Background: an optimization exercise with open tools, aiming at small area. Do not read the settings as production practice. The RTL was checked by simulation tests, not by an equivalence proof against the original design. Power figures rest on the tool's default switching activity, not on a simulated workload.

the baseline:
==> flow/design.v (excerpt) <==
module dcache_top (
    input  logic        CLK,
    input  logic        nRST,
    input  logic        halt_i,
    input  logic        dp_ren_i,
    input  logic        dp_wen_i,
    input  logic [31:0] dp_addr_i,
    input  logic [31:0] dp_store_i,
    output logic        dp_hit_o,
    output logic [31:0] dp_load_o,
    output logic        dp_flushed_o,
    output logic        mem_ren_o,
    output logic        mem_wen_o,
    output logic [31:0] mem_addr_o,
    output logic [31:0] mem_store_o,
    input  logic        mem_dwait_i,
    input  logic [31:0] mem_load_i
);
For scale: ~2300 cells after synthesis, about 1600 flip-flops, ~200 I/O pins, ~0.035 mm² of cells after synthesis.
Settings: LEC_CHECK=0, ABC_AREA=1, CAP_MARGIN=20, CORE_MARGIN=2, CORE_UTILIZATION=60, CTS_BUF_LIST=sky130_fd_sc_hd__clkbuf_8, CTS_CLUSTER_DIAMETER=50, CTS_CLUSTER_SIZE=16, PLACE_DENSITY=0.75, SETUP_SLACK_MARGIN=0.4, SLEW_MARGIN=20; clock period 7.0 ns.
run.sh (not shown) runs the stock make flow with config.mk's settings and CLKGATE_MAP_FILE= SYNTH_SCRIPT=/design/flow/synth_recipe.tcl, a recipe that flattens the netlist after the stock synthesis.
Relative to the baseline, the following input files were edited for the candidate:
Settings: CORE_UTILIZATION: 60 -> 40; CTS_CLUSTER_SIZE: 16 -> unset; ABC_AREA: 1 -> unset; CTS_BUF_LIST: sky130_fd_sc_hd__clkbuf_8 -> unset; PLACE_DENSITY: 0.75 -> 0.6; CTS_CLUSTER_DIAMETER: 50 -> unset.
==> notes.md <==
When the final numbers for the candidate and the baseline were put side by side, the cell depth of the worst setup path turned out to be greater in the baseline.
Die area | the candidate above the baseline
The share of synthesized cell area in and, or, nand and nor gates of the candidate falls short of that of the baseline by 2.9 points.
Against the baseline, the candidate reports a number of placement rows that is higher.
Changes observed in the candidate relative to the baseline: achievable clock frequency went down, worst setup slack went down, fraction of power consumed by combinational cells went down.
In the metrics for the candidate and the baseline, the one carrying the lower number of global-route vias before repair is the candidate.
Taking the candidate over the baseline, the total area of multi-input combinational cells ratio works out to 1.10.
Cell count after placement went up by a few percent going from the baseline to the candidate.
The candidate: no failed stages, no open violations at the end
Having completed the whole flow, the baseline delivered a layout that passed the timing, design-rule and antenna checks.
Diff the baseline -> the candidate | design area | up by a little under 10%

========
Setup of v32:
Another version of the RTL of dcache_top (not shown whole).
For scale: roughly 1900 cells after synthesis, about 200 I/O pins, roughly 33000 sq um of cells after synthesis.
clock: 7.0 ns
lec_check: 0
abc_area: 1
cap_margin: 0
core_margin: 2
core_utilization: 60
cts_buf_list: sky130_fd_sc_hd__clkbuf_8
cts_cluster_diameter: 50
cts_cluster_size: 16
place_density: 0.75
setup_slack_margin: 0.4
slew_margin: 0
standard.sh (not shown) runs the stock make flow with config.mk's settings and CLKGATE_MAP_FILE= SYNTH_SCRIPT=/design/flow/synth_recipe.tcl, a recipe that flattens the netlist after the stock synthesis.
==> flow/flow/run.sh <==
#!/bin/bash
# Standard layout with three changes:
#  - after the standard synthesis, its combinational logic is mapped again with an
#    area-oriented ABC script; the registers are left as they are (same instances, names and
#    cell types), see remap.tcl;
#  - the port buffers are the smallest buffer (buf_1) rather than the cell buffer_ports picks
#    on its own; repair_design still resizes them where timing needs it;
#  - clock tree synthesis adds no dummy loads and uses small leaf clusters of clkbuf_4.
# Each tool's output goes to a log file of its own in this folder.
set -euo pipefail
here=$(pwd)
R=$here/orfs/results/sky130hd/dcache_top/base
export BUFFER_PORTS_ARGS="-buffer_cell sky130_fd_sc_hd__buf_1"
export CTS_ARGS="-sink_clustering_enable -repair_clock_nets -dont_use_dummy_load -sink_clustering_size 12 -sink_clustering_max_diameter 35 -buf_list \"sky130_fd_sc_hd__clkbuf_2 sky130_fd_sc_hd__clkbuf_4\""

bash standard.sh synth > make_synth.log 2>&1

export REMAP_LIB=$FLOW_HOME/platforms/sky130hd/lib/sky130_fd_sc_hd__tt_025C_1v80.lib
export REMAP_DONT_USE="$(make -s -C "$FLOW_HOME" DESIGN_CONFIG="$here/config.mk" WORK_HOME="$here/orfs" print-DONT_USE_CELLS 2> make_print.log | sed -n 's/^DONT_USE_CELLS: //p')"
export REMAP_IN=$here/synth_standard.v
export REMAP_OUT=$R/1_2_yosys.v
export REMAP_MODELS=$here/cell_models.v
cp "$R/1_2_yosys.v" "$REMAP_IN"
python3 flow/genmodels.py "$REMAP_LIB" "$REMAP_MODELS" "$REMAP_IN" > genmodels.log 2>&1
yosys -c flow/remap.tcl > yosys_remap.log 2>&1
rm -f "$R/1_synth.odb" "$R/1_synth.sdc"

bash standard.sh > make_finish.log 2>&1
Other scripts of this flow, unchanged in this note and not shown: flow/flow/genmodels.py, flow/flow/remap.tcl
Modified inputs, v25 compared to v32
--- a/flow/flow/run.sh
+++ b/flow/flow/run.sh
@@ -12,5 +12,5 @@
 R=$here/orfs/results/sky130hd/dcache_top/base
 export BUFFER_PORTS_ARGS="-buffer_cell sky130_fd_sc_hd__buf_1"
-export CTS_ARGS="-sink_clustering_enable -repair_clock_nets -dont_use_dummy_load -sink_clustering_size 12 -sink_clustering_max_diameter 35 -buf_list \"sky130_fd_sc_hd__clkbuf_2 sky130_fd_sc_hd__clkbuf_4\""
+export CTS_ARGS="-sink_clustering_enable -repair_clock_nets -dont_use_dummy_load -sink_clustering_size 11 -sink_clustering_max_diameter 35 -buf_list sky130_fd_sc_hd__clkbuf_4"
 
 bash standard.sh synth > make_synth.log 2>&1
--- outcome ---
Taking v32 as the reference, in v25 remaining global-route overflow was more or less identical, sequential cell area share went down by 0.19 points, worst setup slack -0.017 ns, total via count after detailed routing went up. Comparing v32 and v25, count of clock-net buffers in the final layout is higher on v25. [compare] base=v32 new=v25: total wire length after detailed routing increased by 0.44% relative to the old numbers; proportion of final cell area spent on non-clock buffers closely matched the old numbers.
Input-level comparison between v48 and v25:
--- a/flow/flow/run.sh
+++ b/flow/flow/run.sh
@@ -12,5 +12,5 @@
 R=$here/orfs/results/sky130hd/dcache_top/base
 export BUFFER_PORTS_ARGS="-buffer_cell sky130_fd_sc_hd__buf_1"
-export CTS_ARGS="-sink_clustering_enable -repair_clock_nets -dont_use_dummy_load -sink_clustering_size 11 -sink_clustering_max_diameter 35 -buf_list sky130_fd_sc_hd__clkbuf_4"
+export CTS_ARGS="-sink_clustering_enable -repair_clock_nets -dont_use_dummy_load -sink_clustering_size 12 -sink_clustering_max_diameter 25 -buf_list sky130_fd_sc_hd__clkbuf_4"
 
 bash standard.sh synth > make_synth.log 2>&1
Results
The static power due to leakage of v48 was inferior to that of v25. On proportion of power drawn by combinational gates, v25 and v48 are basically level. Diff v25 -> v48: final instance count without filler cells higher; final worst slack +0.013 ns; average detailed-routed wire length per instance now sits lower. v25 -> v48: cell area increased slightly. Higher global-route wire length before repair goes to v48 over v25.

========
try-garnet:
dcache_top, a different RTL version from the one above (not shown whole).
Size: ~2200 cells after synthesis, ~1600 flip-flops, about 200 I/O pins, ~35000 um^2 of cells after synthesis.
clock: 7.0 ns
lec_check: 0
abc_area: 1
cap_margin: 0
core_margin: 2
core_utilization: 70
cts_buf_list: sky130_fd_sc_hd__clkbuf_8
cts_cluster_diameter: 50
cts_cluster_size: 16
place_density: 0.85
setup_slack_margin: 0.4
slew_margin: 0
==> flow/flow/run.sh <==
#!/bin/bash
# Standard layout with two changes:
#  - the port buffers are the smallest buffer (buf_1) rather than the cell buffer_ports picks
#    on its own; repair_design still resizes them where timing needs it;
#  - clock tree synthesis adds no dummy loads (the clock tree is balanced by its buffers only).
set -euo pipefail
export BUFFER_PORTS_ARGS="-buffer_cell sky130_fd_sc_hd__buf_1"
export CTS_ARGS="-sink_clustering_enable -repair_clock_nets -dont_use_dummy_load -sink_clustering_size 20 -sink_clustering_max_diameter 40 -buf_list sky130_fd_sc_hd__clkbuf_8"
bash standard.sh > standard_make.log 2>&1
### try-garnet -> try-tundra
==> flow/flow/run.sh <==
#!/bin/bash
# Standard layout, but the port buffers are the smallest buffer (buf_1) rather than the
# cell buffer_ports picks on its own; repair_design still resizes them where timing needs it.
set -euo pipefail
export BUFFER_PORTS_ARGS="-buffer_cell sky130_fd_sc_hd__buf_1"
bash standard.sh > standard_make.log 2>&1
-- flow/config.mk --
<<< try-garnet, line 11
export CORE_UTILIZATION = 70
>>> try-tundra, line 11
export CORE_UTILIZATION = 60
<<< try-garnet, line 15
export PLACE_DENSITY = 0.85
>>> try-tundra, line 15
export PLACE_DENSITY = 0.75
[summary]
try-tundra ran to completion and came out clean on the timing, design-rule and antenna checks. try-garnet completed; timing, DRC and antenna clean. try-tundra vs try-garnet, worst slack on hold paths went up by 0.051 ns. Comparing try-garnet and try-tundra, the higher die width was measured on try-tundra. For the area growth from synthesis to layout, try-tundra came in 1.2 points higher than try-garnet did.
The inputs of try-yarrow differ from those of try-tundra as listed below.
==> flow/run.sh (new file) <==
#!/bin/bash
# synth_recipe.tcl (not shown) runs the flow's synth.tcl, then flattens the netlist and writes it again
# the make line also repeats each setting of config.mk as NAME=value (left out here)
make -C /OpenROAD-flow-scripts/flow DESIGN_CONFIG=/design/flow/config.mk WORK_HOME=/design/flow/orfs CLKGATE_MAP_FILE= SYNTH_SCRIPT=/design/flow/synth_recipe.tcl finish
removed: flow/flow/run.sh
removed: flow/standard.sh
Notes after the runs:
- The hold slack of try-yarrow is higher than that of try-tundra.
- Compared with try-tundra, try-yarrow ends up with a larger final cell area.
- Summary — area growth from synthesis to layout, try-yarrow relative to try-tundra: higher, by 3.6 points.
- Of try-tundra and try-yarrow, the higher met2 layer wire length in the routed design belongs to try-tundra.
Setup changes, try-yarrow to try-harbor
==> flow/flow/run.sh (new file) <==
#!/bin/bash
# Standard layout, but the port buffers are the smallest buffer (buf_1) rather than the
# cell buffer_ports picks on its own; repair_design still resizes them where timing needs it.
set -euo pipefail
export BUFFER_PORTS_ARGS="-buffer_cell sky130_fd_sc_hd__buf_1"
bash standard.sh > standard_make.log 2>&1
==> flow/standard.sh (new file) <==
#!/bin/bash
# synth_recipe.tcl (not shown) runs the flow's synth.tcl, then flattens the netlist and writes it again
# the make line also repeats each setting of config.mk as NAME=value (left out here)
make -C /OpenROAD-flow-scripts/flow DESIGN_CONFIG=/design/flow/config.mk WORK_HOME=/design/flow/orfs CLKGATE_MAP_FILE= SYNTH_SCRIPT=/design/flow/synth_recipe.tcl "${@:-finish}"
-- flow/config.mk --
<<< try-yarrow, line 9
export CAP_MARGIN = 0
>>> try-harbor, line 9
export CAP_MARGIN = 20
<<< try-yarrow, line 17
export SLEW_MARGIN = 0
>>> try-harbor, line 17
export SLEW_MARGIN = 20
removed: flow/run.sh
### Flow results
try-harbor completed; timing, DRC and antenna clean
NOTE detailed route wirelength on metal2 try-yarrow->try-harbor increased by a few percent
The higher total power after layout came out of try-yarrow.
Comparing post-route fraction of the period consumed by the critical path for try-harbor and try-yarrow, the smaller number came from try-harbor.

-- static timing again, ports no longer ideal --
In the flow no input, the clock included, has a driving cell. The finished layouts below were timed again as built, in two steps.
Step 1 (the two cells are an assumption about what drives the block):
set clk [get_ports {CLK}]
set_driving_cell -lib_cell sky130_fd_sc_hd__clkbuf_16 $clk
set_driving_cell -lib_cell sky130_fd_sc_hd__buf_2 [delete_from_list [all_inputs] $clk]
Step 2, shift: input delay + t, output delay - t, t = (earliest + latest rising clock arrival at the registers) / 2. This alone moves slack from input paths to output paths.
a / b / c = no drivers / after step 1 / after step 2; a / b = the first two.
| run | shift t [ns] | slack for setup (ns) | worst hold slack (ns) | worst setup path at the end | pins driven straight from the clock port |
|---|---|---|---|---|---|
| the baseline | 0.766 | 1.908 / 1.870 / 1.870 | 0.295 / 0.295 / 0.295 | input to output | 1 |
| the candidate | 0.775 | 1.605 / 1.580 / 1.580 | 0.305 / 0.305 / 0.305 | input to output | 1 |
| v32 | 0.977 | 1.308 / 1.285 / 1.285 | 0.208 / 0.208 / 0.208 | input to output | 1 |
| v25 | 0.974 | 1.291 / 1.267 / 1.267 | 0.244 / 0.244 / 0.244 | input to output | 1 |
| v48 | 1.000 | 1.304 / 1.280 / 1.280 | 0.228 / 0.228 / 0.228 | input to output | 1 |
| try-garnet | 0.735 | 1.846 / 1.821 / 1.821 | 0.242 / 0.242 / 0.242 | input to output | 1 |
| try-tundra | 0.768 | 2.138 / 2.115 / 2.115 | 0.293 / 0.293 / 0.293 | input to output | 1 |
| try-yarrow | 0.762 | 1.831 / 1.778 / 1.778 | 0.301 / 0.301 / 0.301 | input to output | 1 |
| try-harbor | 0.771 | 2.149 / 2.128 / 2.128 | 0.293 / 0.293 / 0.293 | input to output | 1 |
After both steps setup and hold are still met in every run listed. For try-yarrow, which loses most, drivers alone change the setup slack by -0.053 ns; drivers and shift together by -0.053 ns.
